This design comes from an exercise in tuning for small area, a short achievable clock period and few clock cycles per item on the open sky130 flow, not from production work.
No functional check of the RTL was part of any run shown here.
Power figures rest on the tool's default switching activity, not on a simulated workload.

==> flow/design.v, too long to show whole: its modules and the start of the top module <==
// module scm_div2: 30 lines
// module scm_sq1: 336 lines
// module scm_sq2: 388 lines
// module scm_keep: 455 lines
// module sigma_clipped_mean_unit: 203 lines
module sigma_clipped_mean_unit (
    input  logic        i_clk,
    input  logic        i_rst_n,
    input  logic        s_axis_tvalid,
    output logic        s_axis_tready,
    input  logic [15:0] s_axis_tdata,    
    output logic        m_axis_tvalid,
    input  logic        m_axis_tready,
    output logic [31:0] m_axis_tdata     
);
  // ...
==> flow/flow/run.sh <==
#!/bin/bash
set -euo pipefail
MARGIN=6.5
EXTRA="SETUP_SLACK_MARGIN=${MARGIN} BUFFER_PORTS_ARGS=-buffer_cell\\\\ sky130_fd_sc_hd__buf_2"
sed "s|\"\${@:-finish}\"|${EXTRA} \"\${@:-finish}\"|" standard.sh > standard_tuned.sh
grep -q "SETUP_SLACK_MARGIN=${MARGIN}" standard_tuned.sh
bash standard_tuned.sh finish > flow_make.log 2>&1
==> flow/standard.sh <==
#!/bin/bash
# synth_recipe.tcl (not shown) runs the flow's synth.tcl, then flattens the netlist and writes it again
# the make line also repeats each setting of config.mk as NAME=value (left out here)
make -C /OpenROAD-flow-scripts/flow DESIGN_CONFIG=/design/flow/config.mk WORK_HOME=/design/flow/orfs CLKGATE_MAP_FILE= SYNTH_SCRIPT=/design/flow/synth_recipe.tcl "${@:-finish}"
==> flow/config.mk <==
export PLATFORM = sky130hd
export DESIGN_NAME = sigma_clipped_mean_unit
export DESIGN_NICKNAME = sigma_clipped_mean_unit
export VERILOG_FILES = /design/flow/design.v
export SDC_FILE = /design/flow/constraint.sdc
export NUM_CORES = 4
export LEC_CHECK = 0
export ABC_CLOCK_PERIOD_IN_PS = 3000
export CAP_MARGIN = 20
export CORE_MARGIN = 2
export CORE_UTILIZATION = 65
export SLEW_MARGIN = 20
==> flow/constraint.sdc <==
create_clock -name core_clock -period 10.0 [get_ports {i_clk}]
set_input_delay 2.0000 -clock core_clock [delete_from_list [all_inputs] [get_ports {i_clk}]]
set_output_delay 2.0000 -clock core_clock [all_outputs]
set_load 0.01 [all_outputs]
==> flow_metrics.tcl, run 1 <==
set metrics [dict create \
    die-width_um 238 \
    grt_pass1_wl_um 122000 \
    dr.max_layer_used "met4" \
    cpPeakStageDelay_ns 0.53 \
    drt-initial-drc-count 1341 \
    syn_avg_cell_area_um2 10.9 \
    clkPwrFrac_pct 31.7 \
    tap_cells 696 \
    num-clock-buffers 94 \
    grt_pass1_vias 23300 \
    drt_wl_total_um 75000 \
    synthCells 3266 \
    total_leakage_power_nw 18.3 \
    tightest_slew_ns 1.05 \
    multi_input_area_um2 17200 \
    cts_tree "yes" \
    outcome "complete, no violations" \
    postSynth.asyncResetShare_pct 0 \
    yosys_most_used_dff "dfxtp_1" \
    placement.cell_area_um2 36500 \
    reg2reg_slack_ns 6.06 \
    sh_seq_area_pct 40.4 \
    antenna_cells 1 \
    utilization_pct 73.3 \
    nMultiInputCombCells 1821 \
    yosysTopAreaCell "dfxtp_1" \
    synth_top_family_by_area "adder cells" \
    viasPerCell 5.34 \
]
==> module scm_div2, before the edit <==
module scm_div2 (
    input  logic [3:0] i_rem,
    input  logic [1:0] i_num,    
    input  logic [4:0] i_div,    
    input  logic [5:0] i_div3,   
    output logic [3:0] o_rem,
    output logic [1:0] o_quo
);
    logic [5:0] t;
    logic [6:0] d1, d2, d3;
    always_comb begin
        t  = {i_rem, i_num};
        d1 = {1'b0, t} - {2'b00, i_div};
        d2 = {1'b0, t} - {1'b0, i_div, 1'b0};
        d3 = {1'b0, t} - {1'b0, i_div3};
        if (!d3[6]) begin
            o_quo = 2'd3;
            o_rem = d3[3:0];
        end else if (!d2[6]) begin
            o_quo = 2'd2;
            o_rem = d2[3:0];
        end else if (!d1[6]) begin
            o_quo = 2'd1;
            o_rem = d1[3:0];
        end else begin
            o_quo = 2'd0;
            o_rem = t[3:0];
        end
    end
endmodule
==> module sigma_clipped_mean_unit, before the edit <==
module sigma_clipped_mean_unit (
    input  logic        i_clk,
    input  logic        i_rst_n,
    input  logic        s_axis_tvalid,
    output logic        s_axis_tready,
    input  logic [15:0] s_axis_tdata,    
    output logic        m_axis_tvalid,
    input  logic        m_axis_tready,
    output logic [31:0] m_axis_tdata     
);
    localparam int TAIL = RING_LEN - 1;
    logic [RING_LEN-1:0][15:0] r_x;
    logic [RING_LEN-1:0]       r_v;       
    logic [RING_LEN-1:0]       r_p;       
    logic                      r_ev1;     
    logic                      r_ev2;     
    logic                      r_ready;   
    logic                      r_full;    
    logic [3:0]                r_fill;
    logic                      r_lpar;    
    logic signed [SUM_BITS-1:0] r_s;
    logic [QSUM_BITS-1:0]      r_qs, r_qc;
    logic                      r_epar;    
    logic [4:0]                r_ecnt;    
    logic                      r_s2;      
    logic                      r_sp;      
    logic signed [SUM_BITS-1:0] r_sthr;
    logic [DEV_BITS-1:0]       r_d;
    logic [DSQ_BITS-1:0]       r_e2s, r_e2c;    
    logic [DSQ_BITS-1:0]       r_ts, r_tc;   
    logic signed [SUM_BITS-1:0] r_ks;
    logic [4:0]                r_k;
    logic [4:0]                r_kcnt;
    logic                      r_busy, r_ovalid;
    logic [3:0]                r_dcnt;
    logic [3:0]                r_rem;
    logic [23:0]               r_quo;
    logic [4:0]                r_kd;
    logic [5:0]                r_kd3;     
    wire tail_rec = r_v[TAIL] & ~r_ev2;
    wire accept   = s_axis_tvalid & r_ready;
    assign s_axis_tready = r_ready;
    wire div_idle = ~r_busy & ~r_ovalid;
    wire edone    = r_ecnt[4];
    wire launch   = r_full & edone & div_idle;
    wire full_nxt = (r_full & ~launch) | (accept & (r_fill == 4'd15));
    wire cons     = r_v[TAP] & (r_p[TAP] == r_epar) & ~edone;   
    wire ready_nxt = ~(r_v[TAP] & ~cons) & ~full_nxt;
    always_ff @(posedge i_clk) begin
        r_x <= {r_x[RING_LEN-2:1], tail_rec ? r_x[TAIL] : r_x[0],
                accept ? s_axis_tdata : 16'd0};
        r_p <= {r_p[RING_LEN-2:1], tail_rec ? r_p[TAIL] : r_p[0], r_lpar};
        if (!i_rst_n) begin
            r_v     <= '0;
            r_ready <= 1'b1;
        end else begin
            r_v     <= {r_v[RING_LEN-2:1], tail_rec | r_v[0], accept};
            r_ready <= ready_nxt;
        end
    end
    wire signed [SUM_BITS-1:0] s_next = r_s + SUM_BITS'($signed(r_x[0]));
    logic [QSUM_BITS-1:0] qs_next, qc_next;
    scm_sq1 u_sq1 (
        .i_x  (r_x[0]),
        .i_qs (r_qs),
        .i_qc (r_qc),
        .o_s  (qs_next),
        .o_c  (qc_next)
    );
    always_ff @(posedge i_clk) begin
        r_s  <= (launch || !i_rst_n) ? SUM_BITS'(0) : s_next;
        r_qs <= (r_s2 || !i_rst_n) ? QSUM_BITS'(0) : qs_next;
        r_qc <= (r_s2 || !i_rst_n) ? QSUM_BITS'(0) : qc_next;
        if (!i_rst_n) begin
            r_full <= 1'b0;
            r_fill <= '0;
            r_lpar <= 1'b0;
        end else begin
            r_full <= full_nxt;
            if (accept) begin
                r_fill <= r_fill + 1'b1;
            end
            if (launch) begin
                r_lpar <= ~r_lpar;
            end
        end
    end
    wire signed [DEV_BITS-1:0] d_tap = {r_x[TAP][15], r_x[TAP], 4'b0000} - DEV_BITS'(r_sthr);
    logic [DSQ_BITS-1:0] e2s_next, e2c_next;
    scm_sq2 u_sq2 (
        .i_d (r_d),
        .o_s (e2s_next),
        .o_c (e2c_next)
    );
    logic [DSQ_BITS-1:0] t_u, t_v;
    logic                keep;      
    scm_keep u_keep (
        .i_ts   (r_ts),
        .i_tc   (r_tc),
        .i_e2s  (r_e2s),
        .i_e2c  (r_e2c),
        .o_u    (t_u),
        .o_v    (t_v),
        .o_keep (keep)
    );
    always_ff @(posedge i_clk) begin
        r_d   <= launch ? DEV_BITS'(s_next) : d_tap;
        r_e2s <= e2s_next;
        r_e2c <= e2c_next;
        if (launch) begin
            r_sthr <= s_next;
            r_epar <= r_lpar;
        end
        if (r_s2) begin
            r_ts <= {r_qs, 4'b0000};
            r_tc <= {r_qc, 4'b0000};
        end else if (r_sp) begin
            r_ts <= t_u;
            r_tc <= t_v;
        end
        if (!i_rst_n) begin
            r_ecnt <= 5'd16;
            r_ev1  <= 1'b0;
            r_ev2  <= 1'b0;
            r_s2   <= 1'b0;
            r_sp   <= 1'b0;
        end else begin
            r_ev1 <= cons;
            r_ev2 <= r_ev1;
            r_s2  <= launch;
            r_sp  <= r_s2;
            if (launch) begin
                r_ecnt <= '0;
            end else if (cons) begin
                r_ecnt <= r_ecnt + 1'b1;
            end
        end
    end
    wire xfer = r_kcnt[4] & div_idle;
    wire signed [SUM_BITS-1:0] ks_add = r_ks + SUM_BITS'($signed(r_x[TAIL]));
    always_ff @(posedge i_clk) begin
        if (!i_rst_n) begin
            r_ks   <= '0;
            r_k    <= '0;
            r_kcnt <= '0;
        end else if (xfer) begin
            r_ks   <= '0;
            r_k    <= '0;
            r_kcnt <= '0;
        end else if (r_ev2) begin
            r_kcnt <= r_kcnt + 1'b1;
            if (keep) begin
                r_ks <= ks_add;
                r_k  <= r_k + 1'b1;
            end
        end
    end
    logic [3:0] rem_next;
    logic [1:0] quo_bits;
    wire        ks_neg   = r_ks[SUM_BITS-1];
    wire  [3:0] rem_init = r_ks[SUM_BITS-1:16] + (ks_neg ? r_k[3:0] : 4'd0);
    wire  [7:0] num_low  = ks_neg ? 8'(r_k - 1'b1) : 8'h00;
    scm_div2 u_div (
        .i_rem (r_rem),
        .i_num (r_quo[23:22]),
        .i_div (r_kd),
        .i_div3(r_kd3),
        .o_rem (rem_next),
        .o_quo (quo_bits)
    );
    always_ff @(posedge i_clk) begin
        if (xfer) begin
            r_rem <= rem_init;
            r_quo <= {r_ks[15:0], num_low};
            r_kd  <= r_k;
            r_kd3 <= {1'b0, r_k} + {r_k, 1'b0};
        end else if (r_busy) begin
            r_rem <= rem_next;
            r_quo <= {r_quo[21:0], quo_bits};
        end
        if (!i_rst_n) begin
            r_busy   <= 1'b0;
            r_ovalid <= 1'b0;
            r_dcnt   <= '0;
        end else begin
            if (xfer) begin
                r_busy <= 1'b1;
                r_dcnt <= '0;
            end else if (r_busy) begin
                r_dcnt <= r_dcnt + 1'b1;
                if (r_dcnt == 4'd11) begin
                    r_busy   <= 1'b0;
                    r_ovalid <= 1'b1;
                end
            end
            if (r_ovalid && m_axis_tready) begin
                r_ovalid <= 1'b0;
            end
        end
    end
    assign m_axis_tvalid = r_ovalid;
    assign m_axis_tdata  = {3'b000, r_kd, r_quo};
endmodule
==> run 2, diff against run 1 <==
--- a/flow/design.v
+++ b/flow/design.v
@@ -1,31 +1,32 @@
 package scm_pkg;
     localparam int RING_LEN  = 19;    
     localparam int TAP       = 16;    
     localparam int SUM_BITS  = 20;    
-    localparam int QSUM_BITS = 37;    
+    localparam int QSUM_BITS = 35;    
     localparam int DEV_BITS  = 21;    
-    localparam int DSQ_BITS  = 41;    
+    localparam int DSQ_BITS  = 39;    
 endpackage
 module scm_div2 (
     input  logic [3:0] i_rem,
     input  logic [1:0] i_num,    
     input  logic [4:0] i_div,    
-    input  logic [5:0] i_div3,   
     output logic [3:0] o_rem,
     output logic [1:0] o_quo
 );
     logic [5:0] t;
     logic [6:0] d1, d2, d3;
+    logic [5:0] k3;
     always_comb begin
         t  = {i_rem, i_num};
         d1 = {1'b0, t} - {2'b00, i_div};
         d2 = {1'b0, t} - {1'b0, i_div, 1'b0};
-        d3 = {1'b0, t} - {1'b0, i_div3};
+        k3 = {1'b0, i_div} + {i_div, 1'b0};
+        d3 = {1'b0, t} - {1'b0, k3};
         if (!d3[6]) begin
             o_quo = 2'd3;
             o_rem = d3[3:0];
         end else if (!d2[6]) begin
             o_quo = 2'd2;
             o_rem = d2[3:0];
         end else if (!d1[6]) begin
             o_quo = 2'd1;
@@ -33,20 +34,20 @@
         end else begin
             o_quo = 2'd0;
             o_rem = t[3:0];
         end
     end
 endmodule
 module scm_sq1 (
     input  logic [15:0] i_x,
-    input  logic [36:0] i_qs,
-    input  logic [36:0] i_qc,
-    output logic [36:0] o_s,
-    output logic [36:0] o_c
+    input  logic [34:0] i_qs,
+    input  logic [34:0] i_qc,
+    output logic [34:0] o_s,
+    output logic [34:0] o_c
 );
     wire a_w0 = (i_x[0]) ^ (i_qs[0]);
     wire a_w1 = (i_x[0]) & (i_qs[0]);
     wire a_w2 = (i_qs[1]) ^ (i_qc[1]);
     wire a_w3 = (i_qs[1]) & (i_qc[1]);
     wire a_w4 = (i_x[1]) ^ (i_qs[2]) ^ (i_qc[2]);
     wire a_w5 = ((i_x[1]) & (i_qs[2])) | ((i_x[1]) & (i_qc[2])) | ((i_qs[2]) & (i_qc[2]));
     wire a_w6 = (i_x[0] & i_x[1]) ^ (a_w3);
@@ -356,31 +357,23 @@
     wire a_w310 = (i_qs[33]) ^ (i_qc[33]) ^ (1'b1);
     wire a_w311 = ((i_qs[33]) & (i_qc[33])) | ((i_qs[33]) & (1'b1)) | ((i_qc[33]) & (1'b1));
     wire a_w312 = (a_w307) ^ (a_w310);
     wire a_w313 = (a_w307) & (a_w310);
     wire a_w314 = (i_qs[34]) ^ (i_qc[34]) ^ (1'b1);
     wire a_w315 = ((i_qs[34]) & (i_qc[34])) | ((i_qs[34]) & (1'b1)) | ((i_qc[34]) & (1'b1));
     wire a_w316 = (a_w311) ^ (a_w314);
     wire a_w317 = (a_w311) & (a_w314);
-    wire a_w318 = (i_qs[35]) ^ (i_qc[35]) ^ (1'b1);
-    wire a_w319 = ((i_qs[35]) & (i_qc[35])) | ((i_qs[35]) & (1'b1)) | ((i_qc[35]) & (1'b1));
-    wire a_w320 = (a_w315) ^ (a_w318);
-    wire a_w321 = (a_w315) & (a_w318);
-    wire a_w322 = (i_qs[36]) ^ (i_qc[36]) ^ (1'b1);
-    wire a_w323 = ((i_qs[36]) & (i_qc[36])) | ((i_qs[36]) & (1'b1)) | ((i_qc[36]) & (1'b1));
-    wire a_w324 = (a_w319) ^ (a_w322);
-    wire a_w325 = (a_w319) & (a_w322);
-    assign o_s = {a_w321, a_w317, a_w313, a_w309, a_w305, a_w301, a_w297, a_w293, a_w287, a_w281, a_w273, a_w265, a_w255, a_w245, a_w233, a_w221, a_w207, a_w193, a_w177, a_w161, a_w143, a_w127, a_w111, a_w97, a_w83, a_w80, a_w59, a_w56, a_w46, a_w36, a_w28, a_w20, a_w14, a_w8, a_w4, a_w1, i_qc[0]};
-    assign o_c = {a_w324, a_w320, a_w316, a_w312, a_w308, a_w304, a_w300, a_w296, a_w292, a_w286, a_w280, a_w272, a_w264, a_w254, a_w244, a_w232, a_w220, a_w206, a_w192, a_w176, a_w160, a_w142, a_w126, a_w110, a_w96, a_w82, a_w70, a_w58, a_w48, a_w38, a_w30, a_w22, a_w16, a_w10, a_w6, a_w2, a_w0};
+    assign o_s = {a_w313, a_w309, a_w305, a_w301, a_w297, a_w293, a_w287, a_w281, a_w273, a_w265, a_w255, a_w245, a_w233, a_w221, a_w207, a_w193, a_w177, a_w161, a_w143, a_w127, a_w111, a_w97, a_w83, a_w80, a_w59, a_w56, a_w46, a_w36, a_w28, a_w20, a_w14, a_w8, a_w4, a_w1, i_qc[0]};
+    assign o_c = {a_w316, a_w312, a_w308, a_w304, a_w300, a_w296, a_w292, a_w286, a_w280, a_w272, a_w264, a_w254, a_w244, a_w232, a_w220, a_w206, a_w192, a_w176, a_w160, a_w142, a_w126, a_w110, a_w96, a_w82, a_w70, a_w58, a_w48, a_w38, a_w30, a_w22, a_w16, a_w10, a_w6, a_w2, a_w0};
 endmodule
 module scm_sq2 (
     input  logic [20:0] i_d,
-    output logic [40:0] o_s,
-    output logic [40:0] o_c
+    output logic [38:0] o_s,
+    output logic [38:0] o_c
 );
     wire b_w0 = (~(i_d[1])) ^ (1'b1);
     wire b_w1 = (~(i_d[1])) & (1'b1);
     wire b_w2 = (1'b1) ^ (~(i_d[0] & i_d[2]));
     wire b_w3 = (1'b1) & (~(i_d[0] & i_d[2]));
     wire b_w4 = (~(i_d[2])) ^ (1'b1) ^ (~(i_d[0] & i_d[3]));
     wire b_w5 = ((~(i_d[2])) & (1'b1)) | ((~(i_d[2])) & (~(i_d[0] & i_d[3]))) | ((1'b1) & (~(i_d[0] & i_d[3])));
     wire b_w6 = (~(i_d[1] & i_d[2])) ^ (b_w3);
@@ -752,26 +745,26 @@
     wire b_w372 = (~(i_d[18])) ^ (i_d[15] & i_d[20]) ^ (~(i_d[16] & i_d[19]));
     wire b_w373 = ((~(i_d[18])) & (i_d[15] & i_d[20])) | ((~(i_d[18])) & (~(i_d[16] & i_d[19]))) | ((i_d[15] & i_d[20]) & (~(i_d[16] & i_d[19])));
     wire b_w374 = (~(i_d[17] & i_d[18])) ^ (b_w369) ^ (b_w372);
     wire b_w375 = ((~(i_d[17] & i_d[18])) & (b_w369)) | ((~(i_d[17] & i_d[18])) & (b_w372)) | ((b_w369) & (b_w372));
     wire b_w376 = (i_d[16] & i_d[20]) ^ (~(i_d[17] & i_d[19])) ^ (b_w373);
     wire b_w377 = ((i_d[16] & i_d[20]) & (~(i_d[17] & i_d[19]))) | ((i_d[16] & i_d[20]) & (b_w373)) | ((~(i_d[17] & i_d[19])) & (b_w373));
     wire b_w378 = (~(i_d[19])) ^ (i_d[17] & i_d[20]) ^ (~(i_d[18] & i_d[19]));
     wire b_w379 = ((~(i_d[19])) & (i_d[17] & i_d[20])) | ((~(i_d[19])) & (~(i_d[18] & i_d[19]))) | ((i_d[17] & i_d[20]) & (~(i_d[18] & i_d[19])));
-    assign o_s = {~(i_d[20]), i_d[18] & i_d[20], b_w377, b_w375, b_w371, b_w367, b_w361, b_w355, b_w347, b_w339, b_w329, b_w319, b_w307, b_w295, b_w281, b_w267, b_w251, b_w235, b_w217, b_w199, b_w179, b_w176, b_w143, b_w127, b_w111, b_w97, b_w83, b_w80, b_w59, b_w49, b_w46, b_w36, b_w28, b_w20, b_w14, b_w8, b_w4, b_w1, ~(i_d[0] & i_d[1]), 1'b1, ~(i_d[0])};
-    assign o_c = {i_d[19] & i_d[20], b_w379, b_w378, b_w376, b_w374, b_w370, b_w366, b_w360, b_w354, b_w346, b_w338, b_w328, b_w318, b_w306, b_w294, b_w280, b_w266, b_w250, b_w234, b_w216, b_w198, b_w178, b_w160, b_w142, b_w126, b_w110, b_w96, b_w82, b_w70, b_w58, b_w48, b_w38, b_w30, b_w22, b_w16, b_w10, b_w6, b_w2, b_w0, 1'b0, 1'b1};
+    assign o_s = {b_w377, b_w375, b_w371, b_w367, b_w361, b_w355, b_w347, b_w339, b_w329, b_w319, b_w307, b_w295, b_w281, b_w267, b_w251, b_w235, b_w217, b_w199, b_w179, b_w176, b_w143, b_w127, b_w111, b_w97, b_w83, b_w80, b_w59, b_w49, b_w46, b_w36, b_w28, b_w20, b_w14, b_w8, b_w4, b_w1, ~(i_d[0] & i_d[1]), 1'b1, ~(i_d[0])};
+    assign o_c = {b_w378, b_w376, b_w374, b_w370, b_w366, b_w360, b_w354, b_w346, b_w338, b_w328, b_w318, b_w306, b_w294, b_w280, b_w266, b_w250, b_w234, b_w216, b_w198, b_w178, b_w160, b_w142, b_w126, b_w110, b_w96, b_w82, b_w70, b_w58, b_w48, b_w38, b_w30, b_w22, b_w16, b_w10, b_w6, b_w2, b_w0, 1'b0, 1'b1};
 endmodule
 module scm_keep (
-    input  logic [40:0] i_ts,
-    input  logic [40:0] i_tc,
-    input  logic [40:0] i_e2s,
-    input  logic [40:0] i_e2c,
-    output logic [40:0] o_u,
-    output logic [40:0] o_v,
+    input  logic [38:0] i_ts,
+    input  logic [38:0] i_tc,
+    input  logic [38:0] i_e2s,
+    input  logic [38:0] i_e2c,
+    output logic [38:0] o_u,
+    output logic [38:0] o_v,
     output logic o_keep
 );
     wire k_w0 = (i_ts[0]) ^ (i_tc[0]) ^ (i_e2s[0]);
     wire k_w1 = ((i_ts[0]) & (i_tc[0])) | ((i_ts[0]) & (i_e2s[0])) | ((i_tc[0]) & (i_e2s[0]));
     wire k_w2 = (i_ts[1]) ^ (i_tc[1]) ^ (i_e2s[1]);
     wire k_w3 = ((i_ts[1]) & (i_tc[1])) | ((i_ts[1]) & (i_e2s[1])) | ((i_tc[1]) & (i_e2s[1]));
     wire k_w4 = (i_e2c[1]) ^ (k_w1);
     wire k_w5 = (i_e2c[1]) & (k_w1);
@@ -918,26 +911,18 @@
     wire k_w146 = (i_ts[37]) ^ (i_tc[37]) ^ (i_e2s[37]);
     wire k_w147 = ((i_ts[37]) & (i_tc[37])) | ((i_ts[37]) & (i_e2s[37])) | ((i_tc[37]) & (i_e2s[37]));
     wire k_w148 = (i_e2c[37]) ^ (k_w143) ^ (k_w146);
     wire k_w149 = ((i_e2c[37]) & (k_w143)) | ((i_e2c[37]) & (k_w146)) | ((k_w143) & (k_w146));
     wire k_w150 = (i_ts[38]) ^ (i_tc[38]) ^ (i_e2s[38]);
     wire k_w151 = ((i_ts[38]) & (i_tc[38])) | ((i_ts[38]) & (i_e2s[38])) | ((i_tc[38]) & (i_e2s[38]));
     wire k_w152 = (i_e2c[38]) ^ (k_w147) ^ (k_w150);
     wire k_w153 = ((i_e2c[38]) & (k_w147)) | ((i_e2c[38]) & (k_w150)) | ((k_w147) & (k_w150));
-    wire k_w154 = (i_ts[39]) ^ (i_tc[39]) ^ (i_e2s[39]);
-    wire k_w155 = ((i_ts[39]) & (i_tc[39])) | ((i_ts[39]) & (i_e2s[39])) | ((i_tc[39]) & (i_e2s[39]));
-    wire k_w156 = (i_e2c[39]) ^ (k_w151) ^ (k_w154);
-    wire k_w157 = ((i_e2c[39]) & (k_w151)) | ((i_e2c[39]) & (k_w154)) | ((k_w151) & (k_w154));
-    wire k_w158 = (i_ts[40]) ^ (i_tc[40]) ^ (i_e2s[40]);
-    wire k_w159 = ((i_ts[40]) & (i_tc[40])) | ((i_ts[40]) & (i_e2s[40])) | ((i_tc[40]) & (i_e2s[40]));
-    wire k_w160 = (i_e2c[40]) ^ (k_w155) ^ (k_w158);
-    wire k_w161 = ((i_e2c[40]) & (k_w155)) | ((i_e2c[40]) & (k_w158)) | ((k_w155) & (k_w158));
-    assign o_u = {k_w157, k_w153, k_w149, k_w145, k_w141, k_w137, k_w133, k_w129, k_w125, k_w121, k_w117, k_w113, k_w109, k_w105, k_w101, k_w97, k_w93, k_w89, k_w85, k_w81, k_w77, k_w73, k_w69, k_w65, k_w61, k_w57, k_w53, k_w49, k_w45, k_w41, k_w37, k_w33, k_w29, k_w25, k_w21, k_w17, k_w13, k_w9, k_w5, k_w2, i_e2c[0]};
-    assign o_v = {k_w160, k_w156, k_w152, k_w148, k_w144, k_w140, k_w136, k_w132, k_w128, k_w124, k_w120, k_w116, k_w112, k_w108, k_w104, k_w100, k_w96, k_w92, k_w88, k_w84, k_w80, k_w76, k_w72, k_w68, k_w64, k_w60, k_w56, k_w52, k_w48, k_w44, k_w40, k_w36, k_w32, k_w28, k_w24, k_w20, k_w16, k_w12, k_w8, k_w4, k_w0};
+    assign o_u = {k_w149, k_w145, k_w141, k_w137, k_w133, k_w129, k_w125, k_w121, k_w117, k_w113, k_w109, k_w105, k_w101, k_w97, k_w93, k_w89, k_w85, k_w81, k_w77, k_w73, k_w69, k_w65, k_w61, k_w57, k_w53, k_w49, k_w45, k_w41, k_w37, k_w33, k_w29, k_w25, k_w21, k_w17, k_w13, k_w9, k_w5, k_w2, i_e2c[0]};
+    assign o_v = {k_w152, k_w148, k_w144, k_w140, k_w136, k_w132, k_w128, k_w124, k_w120, k_w116, k_w112, k_w108, k_w104, k_w100, k_w96, k_w92, k_w88, k_w84, k_w80, k_w76, k_w72, k_w68, k_w64, k_w60, k_w56, k_w52, k_w48, k_w44, k_w40, k_w36, k_w32, k_w28, k_w24, k_w20, k_w16, k_w12, k_w8, k_w4, k_w0};
     wire kp_0 = (o_u[0]) & (o_v[0]);
     wire kp_1 = (o_u[0]) ^ (o_v[0]);
     wire kp_2 = (o_u[1]) & (o_v[1]);
     wire kp_3 = (o_u[1]) ^ (o_v[1]);
     wire kp_4 = (o_u[2]) & (o_v[2]);
     wire kp_5 = (o_u[2]) ^ (o_v[2]);
     wire kp_6 = (o_u[3]) & (o_v[3]);
     wire kp_7 = (o_u[3]) ^ (o_v[3]);
@@ -1004,221 +989,203 @@
     wire kp_68 = (o_u[34]) & (o_v[34]);
     wire kp_69 = (o_u[34]) ^ (o_v[34]);
     wire kp_70 = (o_u[35]) & (o_v[35]);
     wire kp_71 = (o_u[35]) ^ (o_v[35]);
     wire kp_72 = (o_u[36]) & (o_v[36]);
     wire kp_73 = (o_u[36]) ^ (o_v[36]);
     wire kp_74 = (o_u[37]) & (o_v[37]);
     wire kp_75 = (o_u[37]) ^ (o_v[37]);
-    wire kp_76 = (o_u[38]) & (o_v[38]);
-    wire kp_77 = (o_u[38]) ^ (o_v[38]);
-    wire kp_78 = (o_u[39]) & (o_v[39]);
-    wire kp_79 = (o_u[39]) ^ (o_v[39]);
-    wire kp_80 = kp_2 | (kp_3 & kp_0);
-    wire kp_81 = kp_3 & kp_1;
-    wire kp_82 = kp_6 | (kp_7 & kp_4);
-    wire kp_83 = kp_7 & kp_5;
-    wire kp_84 = kp_10 | (kp_11 & kp_8);
-    wire kp_85 = kp_11 & kp_9;
-    wire kp_86 = kp_14 | (kp_15 & kp_12);
-    wire kp_87 = kp_15 & kp_13;
-    wire kp_88 = kp_18 | (kp_19 & kp_16);
-    wire kp_89 = kp_19 & kp_17;
-    wire kp_90 = kp_22 | (kp_23 & kp_20);
-    wire kp_91 = kp_23 & kp_21;
-    wire kp_92 = kp_26 | (kp_27 & kp_24);
-    wire kp_93 = kp_27 & kp_25;
-    wire kp_94 = kp_30 | (kp_31 & kp_28);
-    wire kp_95 = kp_31 & kp_29;
-    wire kp_96 = kp_34 | (kp_35 & kp_32);
-    wire kp_97 = kp_35 & kp_33;
-    wire kp_98 = kp_38 | (kp_39 & kp_36);
-    wire kp_99 = kp_39 & kp_37;
-    wire kp_100 = kp_42 | (kp_43 & kp_40);
-    wire kp_101 = kp_43 & kp_41;
-    wire kp_102 = kp_46 | (kp_47 & kp_44);
-    wire kp_103 = kp_47 & kp_45;
-    wire kp_104 = kp_50 | (kp_51 & kp_48);
-    wire kp_105 = kp_51 & kp_49;
-    wire kp_106 = kp_54 | (kp_55 & kp_52);
-    wire kp_107 = kp_55 & kp_53;
-    wire kp_108 = kp_58 | (kp_59 & kp_56);
-    wire kp_109 = kp_59 & kp_57;
-    wire kp_110 = kp_62 | (kp_63 & kp_60);
-    wire kp_111 = kp_63 & kp_61;
-    wire kp_112 = kp_66 | (kp_67 & kp_64);
-    wire kp_113 = kp_67 & kp_65;
-    wire kp_114 = kp_70 | (kp_71 & kp_68);
-    wire kp_115 = kp_71 & kp_69;
-    wire kp_116 = kp_74 | (kp_75 & kp_72);
-    wire kp_117 = kp_75 & kp_73;
-    wire kp_118 = kp_78 | (kp_79 & kp_76);
-    wire kp_119 = kp_79 & kp_77;
-    wire kp_120 = kp_4 | (kp_5 & kp_80);
-    wire kp_121 = kp_5 & kp_81;
-    wire kp_122 = kp_82 | (kp_83 & kp_80);
-    wire kp_123 = kp_83 & kp_81;
-    wire kp_124 = kp_12 | (kp_13 & kp_84);
-    wire kp_125 = kp_13 & kp_85;
-    wire kp_126 = kp_86 | (kp_87 & kp_84);
-    wire kp_127 = kp_87 & kp_85;
-    wire kp_128 = kp_20 | (kp_21 & kp_88);
-    wire kp_129 = kp_21 & kp_89;
-    wire kp_130 = kp_90 | (kp_91 & kp_88);
-    wire kp_131 = kp_91 & kp_89;
-    wire kp_132 = kp_28 | (kp_29 & kp_92);
-    wire kp_133 = kp_29 & kp_93;
-    wire kp_134 = kp_94 | (kp_95 & kp_92);
-    wire kp_135 = kp_95 & kp_93;
-    wire kp_136 = kp_36 | (kp_37 & kp_96);
-    wire kp_137 = kp_37 & kp_97;
-    wire kp_138 = kp_98 | (kp_99 & kp_96);
-    wire kp_139 = kp_99 & kp_97;
-    wire kp_140 = kp_44 | (kp_45 & kp_100);
-    wire kp_141 = kp_45 & kp_101;
-    wire kp_142 = kp_102 | (kp_103 & kp_100);
-    wire kp_143 = kp_103 & kp_101;
-    wire kp_144 = kp_52 | (kp_53 & kp_104);
-    wire kp_145 = kp_53 & kp_105;
-    wire kp_146 = kp_106 | (kp_107 & kp_104);
-    wire kp_147 = kp_107 & kp_105;
-    wire kp_148 = kp_60 | (kp_61 & kp_108);
-    wire kp_149 = kp_61 & kp_109;
-    wire kp_150 = kp_110 | (kp_111 & kp_108);
-    wire kp_151 = kp_111 & kp_109;
-    wire kp_152 = kp_68 | (kp_69 & kp_112);
-    wire kp_153 = kp_69 & kp_113;
-    wire kp_154 = kp_114 | (kp_115 & kp_112);
-    wire kp_155 = kp_115 & kp_113;
-    wire kp_156 = kp_76 | (kp_77 & kp_116);
-    wire kp_157 = kp_77 & kp_117;
-    wire kp_158 = kp_118 | (kp_119 & kp_116);
-    wire kp_159 = kp_119 & kp_117;
-    wire kp_160 = kp_8 | (kp_9 & kp_122);
-    wire kp_161 = kp_9 & kp_123;
-    wire kp_162 = kp_84 | (kp_85 & kp_122);
-    wire kp_163 = kp_85 & kp_123;
-    wire kp_164 = kp_124 | (kp_125 & kp_122);
-    wire kp_165 = kp_125 & kp_123;
-    wire kp_166 = kp_126 | (kp_127 & kp_122);
-    wire kp_167 = kp_127 & kp_123;
-    wire kp_168 = kp_24 | (kp_25 & kp_130);
-    wire kp_169 = kp_25 & kp_131;
-    wire kp_170 = kp_92 | (kp_93 & kp_130);
-    wire kp_171 = kp_93 & kp_131;
-    wire kp_172 = kp_132 | (kp_133 & kp_130);
-    wire kp_173 = kp_133 & kp_131;
-    wire kp_174 = kp_134 | (kp_135 & kp_130);
-    wire kp_175 = kp_135 & kp_131;
-    wire kp_176 = kp_40 | (kp_41 & kp_138);
-    wire kp_177 = kp_41 & kp_139;
-    wire kp_178 = kp_100 | (kp_101 & kp_138);
-    wire kp_179 = kp_101 & kp_139;
-    wire kp_180 = kp_140 | (kp_141 & kp_138);
-    wire kp_181 = kp_141 & kp_139;
-    wire kp_182 = kp_142 | (kp_143 & kp_138);
-    wire kp_183 = kp_143 & kp_139;
-    wire kp_184 = kp_56 | (kp_57 & kp_146);
-    wire kp_185 = kp_57 & kp_147;
-    wire kp_186 = kp_108 | (kp_109 & kp_146);
-    wire kp_187 = kp_109 & kp_147;
-    wire kp_188 = kp_148 | (kp_149 & kp_146);
-    wire kp_189 = kp_149 & kp_147;
-    wire kp_190 = kp_150 | (kp_151 & kp_146);
-    wire kp_191 = kp_151 & kp_147;
-    wire kp_192 = kp_72 | (kp_73 & kp_154);
-    wire kp_193 = kp_73 & kp_155;
-    wire kp_194 = kp_116 | (kp_117 & kp_154);
-    wire kp_195 = kp_117 & kp_155;
-    wire kp_196 = kp_156 | (kp_157 & kp_154);
-    wire kp_197 = kp_157 & kp_155;
-    wire kp_198 = kp_158 | (kp_159 & kp_154);
-    wire kp_199 = kp_159 & kp_155;
-    wire kp_200 = kp_16 | (kp_17 & kp_166);
-    wire kp_201 = kp_17 & kp_167;
-    wire kp_202 = kp_88 | (kp_89 & kp_166);
-    wire kp_203 = kp_89 & kp_167;
-    wire kp_204 = kp_128 | (kp_129 & kp_166);
-    wire kp_205 = kp_129 & kp_167;
-    wire kp_206 = kp_130 | (kp_131 & kp_166);
-    wire kp_207 = kp_131 & kp_167;
-    wire kp_208 = kp_168 | (kp_169 & kp_166);
-    wire kp_209 = kp_169 & kp_167;
-    wire kp_210 = kp_170 | (kp_171 & kp_166);
-    wire kp_211 = kp_171 & kp_167;
-    wire kp_212 = kp_172 | (kp_173 & kp_166);
-    wire kp_213 = kp_173 & kp_167;
-    wire kp_214 = kp_174 | (kp_175 & kp_166);
-    wire kp_215 = kp_175 & kp_167;
-    wire kp_216 = kp_48 | (kp_49 & kp_182);
-    wire kp_217 = kp_49 & kp_183;
-    wire kp_218 = kp_104 | (kp_105 & kp_182);
-    wire kp_219 = kp_105 & kp_183;
-    wire kp_220 = kp_144 | (kp_145 & kp_182);
-    wire kp_221 = kp_145 & kp_183;
-    wire kp_222 = kp_146 | (kp_147 & kp_182);
-    wire kp_223 = kp_147 & kp_183;
-    wire kp_224 = kp_184 | (kp_185 & kp_182);
-    wire kp_225 = kp_185 & kp_183;
-    wire kp_226 = kp_186 | (kp_187 & kp_182);
-    wire kp_227 = kp_187 & kp_183;
-    wire kp_228 = kp_188 | (kp_189 & kp_182);
-    wire kp_229 = kp_189 & kp_183;
-    wire kp_230 = kp_190 | (kp_191 & kp_182);
-    wire kp_231 = kp_191 & kp_183;
-    wire kp_232 = kp_32 | (kp_33 & kp_214);
-    wire kp_233 = kp_33 & kp_215;
-    wire kp_234 = kp_96 | (kp_97 & kp_214);
-    wire kp_235 = kp_97 & kp_215;
-    wire kp_236 = kp_136 | (kp_137 & kp_214);
-    wire kp_237 = kp_137 & kp_215;
-    wire kp_238 = kp_138 | (kp_139 & kp_214);
-    wire kp_239 = kp_139 & kp_215;
-    wire kp_240 = kp_176 | (kp_177 & kp_214);
-    wire kp_241 = kp_177 & kp_215;
-    wire kp_242 = kp_178 | (kp_179 & kp_214);
-    wire kp_243 = kp_179 & kp_215;
-    wire kp_244 = kp_180 | (kp_181 & kp_214);
-    wire kp_245 = kp_181 & kp_215;
-    wire kp_246 = kp_182 | (kp_183 & kp_214);
-    wire kp_247 = kp_183 & kp_215;
-    wire kp_248 = kp_216 | (kp_217 & kp_214);
-    wire kp_249 = kp_217 & kp_215;
-    wire kp_250 = kp_218 | (kp_219 & kp_214);
-    wire kp_251 = kp_219 & kp_215;
-    wire kp_252 = kp_220 | (kp_221 & kp_214);
-    wire kp_253 = kp_221 & kp_215;
-    wire kp_254 = kp_222 | (kp_223 & kp_214);
-    wire kp_255 = kp_223 & kp_215;
-    wire kp_256 = kp_224 | (kp_225 & kp_214);
-    wire kp_257 = kp_225 & kp_215;
-    wire kp_258 = kp_226 | (kp_227 & kp_214);
-    wire kp_259 = kp_227 & kp_215;
-    wire kp_260 = kp_228 | (kp_229 & kp_214);
-    wire kp_261 = kp_229 & kp_215;
-    wire kp_262 = kp_230 | (kp_231 & kp_214);
-    wire kp_263 = kp_231 & kp_215;
-    wire kp_264 = kp_64 | (kp_65 & kp_262);
-    wire kp_265 = kp_65 & kp_263;
-    wire kp_266 = kp_112 | (kp_113 & kp_262);
-    wire kp_267 = kp_113 & kp_263;
-    wire kp_268 = kp_152 | (kp_153 & kp_262);
-    wire kp_269 = kp_153 & kp_263;
-    wire kp_270 = kp_154 | (kp_155 & kp_262);
-    wire kp_271 = kp_155 & kp_263;
-    wire kp_272 = kp_192 | (kp_193 & kp_262);
-    wire kp_273 = kp_193 & kp_263;
-    wire kp_274 = kp_194 | (kp_195 & kp_262);
-    wire kp_275 = kp_195 & kp_263;
-    wire kp_276 = kp_196 | (kp_197 & kp_262);
-    wire kp_277 = kp_197 & kp_263;
-    wire kp_278 = kp_198 | (kp_199 & kp_262);
-    wire kp_279 = kp_199 & kp_263;
-    assign o_keep = ~(o_u[40] ^ o_v[40] ^ kp_278);
+    wire kp_76 = kp_2 | (kp_3 & kp_0);
+    wire kp_77 = kp_3 & kp_1;
+    wire kp_78 = kp_6 | (kp_7 & kp_4);
+    wire kp_79 = kp_7 & kp_5;
+    wire kp_80 = kp_10 | (kp_11 & kp_8);
+    wire kp_81 = kp_11 & kp_9;
+    wire kp_82 = kp_14 | (kp_15 & kp_12);
+    wire kp_83 = kp_15 & kp_13;
+    wire kp_84 = kp_18 | (kp_19 & kp_16);
+    wire kp_85 = kp_19 & kp_17;
+    wire kp_86 = kp_22 | (kp_23 & kp_20);
+    wire kp_87 = kp_23 & kp_21;
+    wire kp_88 = kp_26 | (kp_27 & kp_24);
+    wire kp_89 = kp_27 & kp_25;
+    wire kp_90 = kp_30 | (kp_31 & kp_28);
+    wire kp_91 = kp_31 & kp_29;
+    wire kp_92 = kp_34 | (kp_35 & kp_32);
+    wire kp_93 = kp_35 & kp_33;
+    wire kp_94 = kp_38 | (kp_39 & kp_36);
+    wire kp_95 = kp_39 & kp_37;
+    wire kp_96 = kp_42 | (kp_43 & kp_40);
+    wire kp_97 = kp_43 & kp_41;
+    wire kp_98 = kp_46 | (kp_47 & kp_44);
+    wire kp_99 = kp_47 & kp_45;
+    wire kp_100 = kp_50 | (kp_51 & kp_48);
+    wire kp_101 = kp_51 & kp_49;
+    wire kp_102 = kp_54 | (kp_55 & kp_52);
+    wire kp_103 = kp_55 & kp_53;
+    wire kp_104 = kp_58 | (kp_59 & kp_56);
+    wire kp_105 = kp_59 & kp_57;
+    wire kp_106 = kp_62 | (kp_63 & kp_60);
+    wire kp_107 = kp_63 & kp_61;
+    wire kp_108 = kp_66 | (kp_67 & kp_64);
+    wire kp_109 = kp_67 & kp_65;
+    wire kp_110 = kp_70 | (kp_71 & kp_68);
+    wire kp_111 = kp_71 & kp_69;
+    wire kp_112 = kp_74 | (kp_75 & kp_72);
+    wire kp_113 = kp_75 & kp_73;
+    wire kp_114 = kp_4 | (kp_5 & kp_76);
+    wire kp_115 = kp_5 & kp_77;
+    wire kp_116 = kp_78 | (kp_79 & kp_76);
+    wire kp_117 = kp_79 & kp_77;
+    wire kp_118 = kp_12 | (kp_13 & kp_80);
+    wire kp_119 = kp_13 & kp_81;
+    wire kp_120 = kp_82 | (kp_83 & kp_80);
+    wire kp_121 = kp_83 & kp_81;
+    wire kp_122 = kp_20 | (kp_21 & kp_84);
+    wire kp_123 = kp_21 & kp_85;
+    wire kp_124 = kp_86 | (kp_87 & kp_84);
+    wire kp_125 = kp_87 & kp_85;
+    wire kp_126 = kp_28 | (kp_29 & kp_88);
+    wire kp_127 = kp_29 & kp_89;
+    wire kp_128 = kp_90 | (kp_91 & kp_88);
+    wire kp_129 = kp_91 & kp_89;
+    wire kp_130 = kp_36 | (kp_37 & kp_92);
+    wire kp_131 = kp_37 & kp_93;
+    wire kp_132 = kp_94 | (kp_95 & kp_92);
+    wire kp_133 = kp_95 & kp_93;
+    wire kp_134 = kp_44 | (kp_45 & kp_96);
+    wire kp_135 = kp_45 & kp_97;
+    wire kp_136 = kp_98 | (kp_99 & kp_96);
+    wire kp_137 = kp_99 & kp_97;
+    wire kp_138 = kp_52 | (kp_53 & kp_100);
+    wire kp_139 = kp_53 & kp_101;
+    wire kp_140 = kp_102 | (kp_103 & kp_100);
+    wire kp_141 = kp_103 & kp_101;
+    wire kp_142 = kp_60 | (kp_61 & kp_104);
+    wire kp_143 = kp_61 & kp_105;
+    wire kp_144 = kp_106 | (kp_107 & kp_104);
+    wire kp_145 = kp_107 & kp_105;
+    wire kp_146 = kp_68 | (kp_69 & kp_108);
+    wire kp_147 = kp_69 & kp_109;
+    wire kp_148 = kp_110 | (kp_111 & kp_108);
+    wire kp_149 = kp_111 & kp_109;
+    wire kp_150 = kp_8 | (kp_9 & kp_116);
+    wire kp_151 = kp_9 & kp_117;
+    wire kp_152 = kp_80 | (kp_81 & kp_116);
+    wire kp_153 = kp_81 & kp_117;
+    wire kp_154 = kp_118 | (kp_119 & kp_116);
+    wire kp_155 = kp_119 & kp_117;
+    wire kp_156 = kp_120 | (kp_121 & kp_116);
+    wire kp_157 = kp_121 & kp_117;
+    wire kp_158 = kp_24 | (kp_25 & kp_124);
+    wire kp_159 = kp_25 & kp_125;
+    wire kp_160 = kp_88 | (kp_89 & kp_124);
+    wire kp_161 = kp_89 & kp_125;
+    wire kp_162 = kp_126 | (kp_127 & kp_124);
+    wire kp_163 = kp_127 & kp_125;
+    wire kp_164 = kp_128 | (kp_129 & kp_124);
+    wire kp_165 = kp_129 & kp_125;
+    wire kp_166 = kp_40 | (kp_41 & kp_132);
+    wire kp_167 = kp_41 & kp_133;
+    wire kp_168 = kp_96 | (kp_97 & kp_132);
+    wire kp_169 = kp_97 & kp_133;
+    wire kp_170 = kp_134 | (kp_135 & kp_132);
+    wire kp_171 = kp_135 & kp_133;
+    wire kp_172 = kp_136 | (kp_137 & kp_132);
+    wire kp_173 = kp_137 & kp_133;
+    wire kp_174 = kp_56 | (kp_57 & kp_140);
+    wire kp_175 = kp_57 & kp_141;
+    wire kp_176 = kp_104 | (kp_105 & kp_140);
+    wire kp_177 = kp_105 & kp_141;
+    wire kp_178 = kp_142 | (kp_143 & kp_140);
+    wire kp_179 = kp_143 & kp_141;
+    wire kp_180 = kp_144 | (kp_145 & kp_140);
+    wire kp_181 = kp_145 & kp_141;
+    wire kp_182 = kp_72 | (kp_73 & kp_148);
+    wire kp_183 = kp_73 & kp_149;
+    wire kp_184 = kp_112 | (kp_113 & kp_148);
+    wire kp_185 = kp_113 & kp_149;
+    wire kp_186 = kp_16 | (kp_17 & kp_156);
+    wire kp_187 = kp_17 & kp_157;
+    wire kp_188 = kp_84 | (kp_85 & kp_156);
+    wire kp_189 = kp_85 & kp_157;
+    wire kp_190 = kp_122 | (kp_123 & kp_156);
+    wire kp_191 = kp_123 & kp_157;
+    wire kp_192 = kp_124 | (kp_125 & kp_156);
+    wire kp_193 = kp_125 & kp_157;
+    wire kp_194 = kp_158 | (kp_159 & kp_156);
+    wire kp_195 = kp_159 & kp_157;
+    wire kp_196 = kp_160 | (kp_161 & kp_156);
+    wire kp_197 = kp_161 & kp_157;
+    wire kp_198 = kp_162 | (kp_163 & kp_156);
+    wire kp_199 = kp_163 & kp_157;
+    wire kp_200 = kp_164 | (kp_165 & kp_156);
+    wire kp_201 = kp_165 & kp_157;
+    wire kp_202 = kp_48 | (kp_49 & kp_172);
+    wire kp_203 = kp_49 & kp_173;
+    wire kp_204 = kp_100 | (kp_101 & kp_172);
+    wire kp_205 = kp_101 & kp_173;
+    wire kp_206 = kp_138 | (kp_139 & kp_172);
+    wire kp_207 = kp_139 & kp_173;
+    wire kp_208 = kp_140 | (kp_141 & kp_172);
+    wire kp_209 = kp_141 & kp_173;
+    wire kp_210 = kp_174 | (kp_175 & kp_172);
+    wire kp_211 = kp_175 & kp_173;
+    wire kp_212 = kp_176 | (kp_177 & kp_172);
+    wire kp_213 = kp_177 & kp_173;
+    wire kp_214 = kp_178 | (kp_179 & kp_172);
+    wire kp_215 = kp_179 & kp_173;
+    wire kp_216 = kp_180 | (kp_181 & kp_172);
+    wire kp_217 = kp_181 & kp_173;
+    wire kp_218 = kp_32 | (kp_33 & kp_200);
+    wire kp_219 = kp_33 & kp_201;
+    wire kp_220 = kp_92 | (kp_93 & kp_200);
+    wire kp_221 = kp_93 & kp_201;
+    wire kp_222 = kp_130 | (kp_131 & kp_200);
+    wire kp_223 = kp_131 & kp_201;
+    wire kp_224 = kp_132 | (kp_133 & kp_200);
+    wire kp_225 = kp_133 & kp_201;
+    wire kp_226 = kp_166 | (kp_167 & kp_200);
+    wire kp_227 = kp_167 & kp_201;
+    wire kp_228 = kp_168 | (kp_169 & kp_200);
+    wire kp_229 = kp_169 & kp_201;
+    wire kp_230 = kp_170 | (kp_171 & kp_200);
+    wire kp_231 = kp_171 & kp_201;
+    wire kp_232 = kp_172 | (kp_173 & kp_200);
+    wire kp_233 = kp_173 & kp_201;
+    wire kp_234 = kp_202 | (kp_203 & kp_200);
+    wire kp_235 = kp_203 & kp_201;
+    wire kp_236 = kp_204 | (kp_205 & kp_200);
+    wire kp_237 = kp_205 & kp_201;
+    wire kp_238 = kp_206 | (kp_207 & kp_200);
+    wire kp_239 = kp_207 & kp_201;
+    wire kp_240 = kp_208 | (kp_209 & kp_200);
+    wire kp_241 = kp_209 & kp_201;
+    wire kp_242 = kp_210 | (kp_211 & kp_200);
+    wire kp_243 = kp_211 & kp_201;
+    wire kp_244 = kp_212 | (kp_213 & kp_200);
+    wire kp_245 = kp_213 & kp_201;
+    wire kp_246 = kp_214 | (kp_215 & kp_200);
+    wire kp_247 = kp_215 & kp_201;
+    wire kp_248 = kp_216 | (kp_217 & kp_200);
+    wire kp_249 = kp_217 & kp_201;
+    wire kp_250 = kp_64 | (kp_65 & kp_248);
+    wire kp_251 = kp_65 & kp_249;
+    wire kp_252 = kp_108 | (kp_109 & kp_248);
+    wire kp_253 = kp_109 & kp_249;
+    wire kp_254 = kp_146 | (kp_147 & kp_248);
+    wire kp_255 = kp_147 & kp_249;
+    wire kp_256 = kp_148 | (kp_149 & kp_248);
+    wire kp_257 = kp_149 & kp_249;
+    wire kp_258 = kp_182 | (kp_183 & kp_248);
+    wire kp_259 = kp_183 & kp_249;
+    wire kp_260 = kp_184 | (kp_185 & kp_248);
+    wire kp_261 = kp_185 & kp_249;
+    assign o_keep = ~(o_u[38] ^ o_v[38] ^ kp_260);
 endmodule
 import scm_pkg::*;
 module sigma_clipped_mean_unit (
     input  logic        i_clk,
     input  logic        i_rst_n,
     input  logic        s_axis_tvalid,
     output logic        s_axis_tready,
     input  logic [15:0] s_axis_tdata,    
@@ -1227,52 +1194,55 @@
     output logic [31:0] m_axis_tdata     
 );
     localparam int TAIL = RING_LEN - 1;
     logic [RING_LEN-1:0][15:0] r_x;
     logic [RING_LEN-1:0]       r_v;       
     logic [RING_LEN-1:0]       r_p;       
     logic                      r_ev1;     
     logic                      r_ev2;     
+    logic                      r_ev3;     
+    logic                      r_keep;    
+    logic [15:0]               r_xt;      
     logic                      r_ready;   
     logic                      r_full;    
     logic [3:0]                r_fill;
     logic                      r_lpar;    
     logic signed [SUM_BITS-1:0] r_s;
     logic [QSUM_BITS-1:0]      r_qs, r_qc;
     logic                      r_epar;    
     logic [4:0]                r_ecnt;    
     logic                      r_s2;      
     logic                      r_sp;      
     logic signed [SUM_BITS-1:0] r_sthr;
     logic [DEV_BITS-1:0]       r_d;
     logic [DSQ_BITS-1:0]       r_e2s, r_e2c;    
+    logic                      r_dbig;    
     logic [DSQ_BITS-1:0]       r_ts, r_tc;   
     logic signed [SUM_BITS-1:0] r_ks;
     logic [4:0]                r_k;
     logic [4:0]                r_kcnt;
     logic                      r_busy, r_ovalid;
     logic [3:0]                r_dcnt;
     logic [3:0]                r_rem;
     logic [23:0]               r_quo;
     logic [4:0]                r_kd;
-    logic [5:0]                r_kd3;     
     wire tail_rec = r_v[TAIL] & ~r_ev2;
     wire accept   = s_axis_tvalid & r_ready;
     assign s_axis_tready = r_ready;
     wire div_idle = ~r_busy & ~r_ovalid;
     wire edone    = r_ecnt[4];
     wire launch   = r_full & edone & div_idle;
     wire full_nxt = (r_full & ~launch) | (accept & (r_fill == 4'd15));
     wire cons     = r_v[TAP] & (r_p[TAP] == r_epar) & ~edone;   
     wire ready_nxt = ~(r_v[TAP] & ~cons) & ~full_nxt;
     always_ff @(posedge i_clk) begin
         r_x <= {r_x[RING_LEN-2:1], tail_rec ? r_x[TAIL] : r_x[0],
                 accept ? s_axis_tdata : 16'd0};
-        r_p <= {r_p[RING_LEN-2:1], tail_rec ? r_p[TAIL] : r_p[0], r_lpar};
+        r_p <= {r_p[RING_LEN-2:1], tail_rec ? r_p[TAIL] : r_lpar, 1'b0};
         if (!i_rst_n) begin
             r_v     <= '0;
             r_ready <= 1'b1;
         end else begin
             r_v     <= {r_v[RING_LEN-2:1], tail_rec | r_v[0], accept};
             r_ready <= ready_nxt;
         end
     end
@@ -1318,18 +1288,19 @@
         .i_e2s  (r_e2s),
         .i_e2c  (r_e2c),
         .o_u    (t_u),
         .o_v    (t_v),
         .o_keep (keep)
     );
     always_ff @(posedge i_clk) begin
         r_d   <= launch ? DEV_BITS'(s_next) : d_tap;
-        r_e2s <= e2s_next;
-        r_e2c <= e2c_next;
+        r_e2s  <= e2s_next;
+        r_e2c  <= e2c_next;
+        r_dbig <= r_d[DEV_BITS-1] ^ r_d[DEV_BITS-2];
         if (launch) begin
             r_sthr <= s_next;
             r_epar <= r_lpar;
         end
         if (r_s2) begin
             r_ts <= {r_qs, 4'b0000};
             r_tc <= {r_qc, 4'b0000};
         end else if (r_sp) begin
@@ -1350,53 +1321,57 @@
             if (launch) begin
                 r_ecnt <= '0;
             end else if (cons) begin
                 r_ecnt <= r_ecnt + 1'b1;
             end
         end
     end
     wire xfer = r_kcnt[4] & div_idle;
-    wire signed [SUM_BITS-1:0] ks_add = r_ks + SUM_BITS'($signed(r_x[TAIL]));
+    wire signed [SUM_BITS-1:0] ks_add = r_ks + SUM_BITS'($signed(r_xt));
     always_ff @(posedge i_clk) begin
+        r_xt   <= r_x[TAIL];
+        r_keep <= keep & ~r_dbig;
         if (!i_rst_n) begin
+            r_ev3  <= 1'b0;
             r_ks   <= '0;
             r_k    <= '0;
             r_kcnt <= '0;
-        end else if (xfer) begin
-            r_ks   <= '0;
-            r_k    <= '0;
-            r_kcnt <= '0;
-        end else if (r_ev2) begin
-            r_kcnt <= r_kcnt + 1'b1;
-            if (keep) begin
-                r_ks <= ks_add;
-                r_k  <= r_k + 1'b1;
+        end else begin
+            r_ev3 <= r_ev2;
+            if (xfer) begin
+                r_ks   <= '0;
+                r_k    <= '0;
+                r_kcnt <= '0;
+            end else if (r_ev3) begin
+                r_kcnt <= r_kcnt + 1'b1;
+                if (r_keep) begin
+                    r_ks <= ks_add;
+                    r_k  <= r_k + 1'b1;
+                end
             end
         end
     end
     logic [3:0] rem_next;
     logic [1:0] quo_bits;
     wire        ks_neg   = r_ks[SUM_BITS-1];
     wire  [3:0] rem_init = r_ks[SUM_BITS-1:16] + (ks_neg ? r_k[3:0] : 4'd0);
     wire  [7:0] num_low  = ks_neg ? 8'(r_k - 1'b1) : 8'h00;
     scm_div2 u_div (
         .i_rem (r_rem),
         .i_num (r_quo[23:22]),
         .i_div (r_kd),
-        .i_div3(r_kd3),
         .o_rem (rem_next),
         .o_quo (quo_bits)
     );
     always_ff @(posedge i_clk) begin
         if (xfer) begin
             r_rem <= rem_init;
             r_quo <= {r_ks[15:0], num_low};
             r_kd  <= r_k;
-            r_kd3 <= {1'b0, r_k} + {r_k, 1'b0};
         end else if (r_busy) begin
             r_rem <= rem_next;
             r_quo <= {r_quo[21:0], quo_bits};
         end
         if (!i_rst_n) begin
             r_busy   <= 1'b0;
             r_ovalid <= 1'b0;
             r_dcnt   <= '0;
--- a/flow/config.mk
+++ b/flow/config.mk
@@ -4,9 +4,11 @@
 export VERILOG_FILES = /design/flow/design.v
 export SDC_FILE = /design/flow/constraint.sdc
 export NUM_CORES = 4
 export LEC_CHECK = 0
 export ABC_CLOCK_PERIOD_IN_PS = 3000
 export CAP_MARGIN = 20
 export CORE_MARGIN = 2
 export CORE_UTILIZATION = 65
+export CTS_CLUSTER_DIAMETER = 80
+export CTS_CLUSTER_SIZE = 24
 export SLEW_MARGIN = 20
==> flow_metrics.tcl, run 2 <==
set metrics [dict create \
    antenna_found_initial 1 \
    synth_cell_types 70 \
    ant_nets 0 \
    rsz0062_at_grt "yes" \
    cts.sinks 729 \
    final_cell_mix "inv_1, dfxtp_1, fa_1, nand2_1, and2_1" \
    yosys_most_used_dff "dfxtp_1" \
    p_sw_share_pct 34.2 \
    grt_pass1_vias 22800 \
    p_per_area_nw_per_um2 212 \
    core_area_um2 53700 \
    avgRoutedWirePerCell_um 19.2 \
    route.met3.wl_um 4280 \
    syn_avg_cell_area_um2 10.8 \
    seq_area_frac_synth_pct 44.9 \
    hold_ws_ns 0.319 \
    layout_commonest_cell "inv_1" \
    antenna_cells 0 \
    period_minus_slack_ns 3.63 \
    rows 85 \
    critical_path_arrival_ns 4.13 \
    die_area_um2 56200 \
    start_util_pct 65.7 \
    outcome "complete, no violations" \
    drc_errors 0 \
    finalSetupViolCount 0 \
    drt_wl_total_um 76900 \
    largest_registers "r_x x304, r_tc x39" \
    synth-edff-count 124 \
    finClkSkew_ns 0.0379 \
    yosysTopAreaCell "dfxtp_1" \
    clock.fmax_mhz 276 \
    cts.hold.buffers_added 0 \
    cts_buffers 42 \
    viasPerCell 5.36 \
    cts_tree "yes" \
    min_from "r_x[178]" \
    tightest_slew_ns 1.10 \
    ys_ff_latch 729 \
    hold_class "reg -> reg" \
    layout.nets 3845 \
    clkPwrFrac_pct 23.7 \
    fp.dieH_um 237 \
    post-route-period-util_pct 36.3 \
    postSynth.asyncResetShare_pct 0 \
    clockBufferDepth 3 \
    first_pass_iters 6 \
    fin_cells 4002 \
    reg2reg_slack_ns 6.37 \
    die-width_um 237 \
    power.switching_mw 2.76 \
    routabilityCongestion 0.886 \
    io_pins 54 \
    port_buffers 50 \
    total_leakage_power_nw 17.4 \
    synthCells 3253 \
    clk_pin_slew_ns 0.10 \
    relSlewSlack_pct 26.7 \
    path_max_fanout 2 \
    drv_cap 0 \
    holdPathEnd "r_x[194]" \
    wl_met1_um 34800 \
    end_kind "flop" \
    synth.most_common_cell "dfxtp_1" \
    area_growth_pct 7.67 \
    largest-register "r_x" \
    via_count 21500 \
    largest_register_ffs 304 \
    synth.top_cells.by_area "dfxtp_1, fa_1, edfxtp_1, ha_1, inv_1" \
    synth_area_um2 35300 \
    hold_viol_final 0 \
    grtUsageTotal_pct 28.5 \
    pwr-share-comb_pct 33.2 \
    grt_max_degree 71 \
    cp.required_ns 10.50 \
    drv_slew 0 \
    power_frac_seq_pct 43.1 \
    r2r-end "r_keep" \
    setup_tns_ns 0 \
    regToRegStartpoint "r_ts[21]" \
    globalRouteOverflowTotal 0 \
    intPower_mw 5.30 \
    grt_pass1_wl_um 124000 \
    cp-start-kind "flop" \
    whs_path_depth 0 \
    dp.cells 3917 \
    peakVddDrop_mv 0.261 \
    worstSkewPairLatency_ns 0.63 \
    dr.max_layer_used "met4" \
    drt-initial-drc-count 1425 \
    synth_warnings 2 \
    reg2reg_depth 13 \
    hpwl_um 57000 \
    criticalPathCategory "reg -> reg" \
    synth.top_cell.area_share_pct 34.3 \
    cts.htree.levels 2 \
    drive_above_1_share_pct 7.35 \
    met2_length_um 35600 \
    clockRootBuffer "clkbuf_16" \
    ys_top_cells_by_count "dfxtp_1, inv_1, fa_1" \
]
[run 2: cell types whose count changed after synthesis, moves of 9 or more]
cell,delta
edfxtp_1,-9
clkbuf_1,+10
dfxtp_1,+10
inv_1,-17
mux2i_1,-16
xor2_1,+9
nor2_1,-12
nand3_1,+15
nand2_1,+10
ha_1,-10
[run 2: kinds of logic (layout without fill, tap and decap cells)]
| family | count (synthesis) | after routing | synth area share (%) |
|---|---|---|---|
| buf+inv | 707 | 758 | 7.56 |
| xor+xnor | 83 | 83 | 2.08 |
| flops | 729 | 729 | 44.9 |
| compound gates | 316 | 316 | 5.68 |
| other cells | 1 | 3 | 0.0106 |
| simple gates | 840 | 840 | 11.7 |
| mux | 33 | 33 | 0.989 |
| fa+ha+maj | 544 | 544 | 27.1 |
[run 2: how the worst max path moves through the flow]
stage,startpoint,to,slack (ns),cells after the start
after floorplan,r_d[20],r_e2c[21],6.51,11
after global placement,r_e2s[21],r_keep,5.99,13
after detailed placement,r_e2s[21],r_keep,5.96,13
after CTS,r_ts[9],r_keep,6.34,13
after global routing,r_tc[4],r_keep,6.26,13
final,r_ts[21],r_keep,6.37,13
[run 2: power by group through the flow]
stage                     Combinational, mW  Sequential (mW)  Clock (mW)
final                                  2.68             3.47        1.91
after global routing                   3.08             3.50        2.05
after CTS                              2.67             3.47        1.95
after detailed placement               2.56             3.53           0
after global placement                 2.45             3.53           0
after floorplan                        1.78             3.45           0
[run 2: final cells by class]
type / instances / area, um^2
tap: 696 / 871
clock inverter: 21 / 324
inverter: 593 / 2240
sequential: 729 / 15900
multi-input combinational: 1819 / 16900
timing repair buffer: 96 / 659
fill: 3968 / 15700
clock buffer: 48 / 1080
[run 2: repair_timing]
action,in CTS,in global routing
buffers inserted,2,13
gates resized for setup,38,37
pin swaps,5,16
gates cloned,0,0
setup endpoints to repair,29,18
[run 2: metrics by stage]
step                util (%)  power (mW)  worst slack [ns]  instance area (um^2)
floorplan                  -        5.23              6.51                 35300
global placement        67.4        5.97              5.99                 36200
detailed placement      67.4        6.09              5.96                 36200
CTS                     70.3        8.09              6.34                 37800
global route            70.7        8.63              6.26                 38000
finish                  70.7        8.06              6.37                 38000
[run 2: per-layer routing]
layer | track usage, % | vias to the layer above
met4 | 8.65 | 0
met3 | 3.92 | 124
li1 | - | 10100
met2 | 45.4 | 615
met1 | 41.2 | 10700
met5 | 0 | -
[run 2: worst max-delay path, cell delays in order, from the launching register on]
cell and delay (ns):
edfxtp_1 0.38, inv_1 0.08, fa_1 0.44, fa_1 0.53, inv_1 0.05, ha_1 0.29
a21o_1 0.19, a21o_1 0.19, a21oi_4 0.22, o31ai_4 0.11, nor4_4 0.45, o21a_1 0.21
o21ai_2 0.06, mux2_4 0.30
==> run 3, diff against run 2 <==
==> flow/flow/run.sh (replaced) <==
#!/bin/bash
set -euo pipefail
MARGIN=6.5
sed 's/yosys synth -nofsm -noshare /yosys synth -nofsm -noshare -noabc /' synth_recipe.tcl > synth_recipe_noabc.tcl
grep -q -- "-noabc" synth_recipe_noabc.tcl
EXTRA="SETUP_SLACK_MARGIN=${MARGIN} BUFFER_PORTS_ARGS=-buffer_cell\\\\ sky130_fd_sc_hd__buf_2"
sed -e "s|synth_recipe\.tcl|synth_recipe_noabc.tcl|" \
    -e "s|\"\${@:-finish}\"|${EXTRA} \"\${@:-finish}\"|" standard.sh > standard_tuned.sh
grep -q "SETUP_SLACK_MARGIN=${MARGIN}" standard_tuned.sh
grep -q "synth_recipe_noabc.tcl" standard_tuned.sh
bash standard_tuned.sh finish > flow_make.log 2>&1
==> flow_metrics.tcl, run 3 <==
set metrics [dict create \
    yosys_most_used_dff "dfxtp_1" \
    drive_above_1_share_pct 7.50 \
    peakVddDrop_mv 0.258 \
    path_max_fanout 2 \
    utilization_pct 70.5 \
    first_pass_iters 5 \
    min_from "r_x[33]" \
    port_buffers 50 \
    fin_cells 3647 \
    antenna_cells 0 \
    reg2reg_depth 11 \
    antenna_found_initial 5 \
    reg2reg_slack_ns 6.48 \
    cts.hold.buffers_added 0 \
    slowest_stage "fa_1" \
    synth_warnings 2 \
    area_growth_pct 7.15 \
    setup_tns_ns 0 \
    relSlewSlack_pct 31.5 \
    whs_path_depth 0 \
    drv_cap 0 \
    largest_registers "r_x x304, r_tc x39" \
    final_cell_mix "dfxtp_1, fa_1, and2_1, inv_1" \
    syn_avg_cell_area_um2 11.8 \
    seq_area_um2 15900 \
    fp.dieH_um 235 \
    cts.sinks 729 \
    viasPerCell 5.53 \
    criticalPathCategory "reg -> reg" \
    cpPeakStageDelay_ns 0.60 \
    dr.max_layer_used "met4" \
    grtUsageTotal_pct 27.6 \
    largest_register_ffs 304 \
    die-width_um 235 \
    rows 84 \
    drt_wl_total_um 72600 \
    placement.cell_area_um2 35500 \
    cp.required_ns 10.53 \
    r2r-end "r_keep" \
    synth-edff-count 124 \
    clk_pin_slew_ns 0.10 \
    fill_cells 3772 \
    hpwl_um 53300 \
    drv_slew 0 \
    hold_viol_final 0 \
    clockBufferDepth 3 \
    largest-register "r_x" \
    multi_input_area_um2 17300 \
    seq_area_frac_synth_pct 45.8 \
    clock.fmax_mhz 284 \
    dp.cells 3570 \
    grt_pass1_wl_um 116000 \
    hold_class "reg -> reg" \
    finalSetupViolCount 0 \
    synthCells 2917 \
    layout_commonest_cell "dfxtp_1" \
    p_per_area_nw_per_um2 214 \
    regToRegStartpoint "r_tc[25]" \
    drt-initial-drc-count 1458 \
    globalRouteOverflowTotal 0 \
    ant_nets 0 \
    holdPathEnd "r_x[49]" \
    synth.top_cell.area_share_pct 35.0 \
    drc_errors 0 \
    grt_pass1_vias 21200 \
    met2_length_um 32200 \
    end_kind "flop" \
    path_cells "fa_1, fa_1, ha_4, a21o_1, a21o_1, a21oi_2, o21ai_2, a221oi_4, o311ai_2, or4_1, o21ai_1" \
    ys_top_cells_by_count "dfxtp_1, fa_1, and2_1" \
    route.met3.wl_um 4840 \
    core_area_um2 52600 \
    finClkSkew_ns 0.0238 \
    postSynth.asyncResetShare_pct 0 \
    wl_met1_um 33700 \
    cts_tree "yes" \
    critical_path_arrival_ns 4.05 \
    cts_buffers 41 \
    postLayoutCellArea_um2 37000 \
    synth_area_um2 34600 \
    post-route-period-util_pct 35.2 \
    cp-start-kind "flop" \
    yosysTopAreaCell "dfxtp_1" \
    via_count 20200 \
    rsz0062_at_grt "yes" \
    tightest_slew_ns 1.03 \
    total_leakage_power_nw 16.3 \
    grt_max_degree 71 \
    cts.htree.levels 2 \
    io_pins 54 \
    synth.most_common_cell "dfxtp_1" \
    routabilityCongestion 0.900 \
    synth.top_cells.by_area "dfxtp_1, fa_1, edfxtp_1, ha_1, and2_1" \
    worstSkewPairLatency_ns 0.60 \
    avgRoutedWirePerCell_um 19.9 \
    hold_ws_ns 0.311 \
    clockRootBuffer "clkbuf_16" \
    start_util_pct 65.8 \
    ys_ff_latch 729 \
    synth_cell_types 67 \
    period_minus_slack_ns 3.52 \
    layout.nets 3514 \
    die_area_um2 55000 \
    outcome "complete, no violations" \
]
-- run 3: what timing repair did --
action | in CTS | in global routing
hold endpoints to repair | 0 | 0
endpoints found under the setup margin | 35 | 20
pin swaps | 4 | 12
gates resized for setup | 39 | 35
buffers inserted | 2 | 4
-- run 3: per-layer routing --
layer | track usage (%) | vias up
li1 | - | 9400
met1 | 41.0 | 10100
met2 | 41.5 | 557
met3 | 5.39 | 96
met4 | 7.98 | 0
met5 | 0 | -
-- run 3: cell type report --
class	count	area share (%)
clock inverters	15	0.632
inverters	281	2.88
flip-flops and latches	729	43.0
multi-input cells	1796	46.8
repair buffers	82	1.41
clock buffers	56	2.98
well taps	688	2.32
-- run 3: logic make-up (layout without fill, tap and decap cells) --
logic type                 Yosys count  in the layout  share of synthesized area, %
buffers and inverters              394            434                          4.33
xor gates and xnor gates            82             82                          2.08
and+or+nand+nor                    800            800                          12.2
muxes                               39             39                          1.21
adders and majority gates          563            563                          28.3
other                                1              3                        0.0108
DFF                                729            729                          45.8
AOI/OAI and AO/OA                  309            309                          6.05
-- run 3: how the worst max path moves through the flow --
stage	start	end	slack [ns]	cells past startpoint
after floorplan	r_d[18]	r_e2c[21]	6.60	8
after global placement	r_x[3]	r_qc[19]	6.17	7
after detailed placement	r_x[3]	r_qc[19]	6.10	7
after CTS	r_d[5]	r_e2c[21]	6.46	9
after global routing	r_tc[25]	r_keep	6.31	11
final	r_tc[25]	r_keep	6.48	11
-- run 3: power by group --
group | internal, mW | leakage (nW) | total (mW) | switching, mW
Clock | 0.869 | 0.648 | 1.87 | 1.00
Sequential | 3.30 | 6.16 | 3.53 | 0.235
Combinational | 1.15 | 9.46 | 2.52 | 1.37
Total | 5.32 | 16.3 | 7.92 | 2.61
-- run 3: critical path, delay by kind of cell (launching register included) --
kind	cells	cell delay (ns)
flip-flops	1	0.41
AND/OR/NAND/NOR	1	0.54
adder cells (fa/ha/maj)	3	1.35
AO/OA/AOI/OAI	7	1.16
-- run 3: stage by stage --
step	worst slack (ns)	power, mW
after floorplan	6.60	5.21
after global placement	6.17	5.90
after detailed placement	6.10	6.00
after CTS	6.46	7.91
after global routing	6.31	8.50
final	6.48	7.92

Check on run 3: ideal ports give 6.478 ns setup slack; a clkbuf_16 on the clock port and buf_2 on the inputs give 6.478 ns; moving port delays by the midpoint clock arrival (0.651 ns) as well gives 6.231 ns.
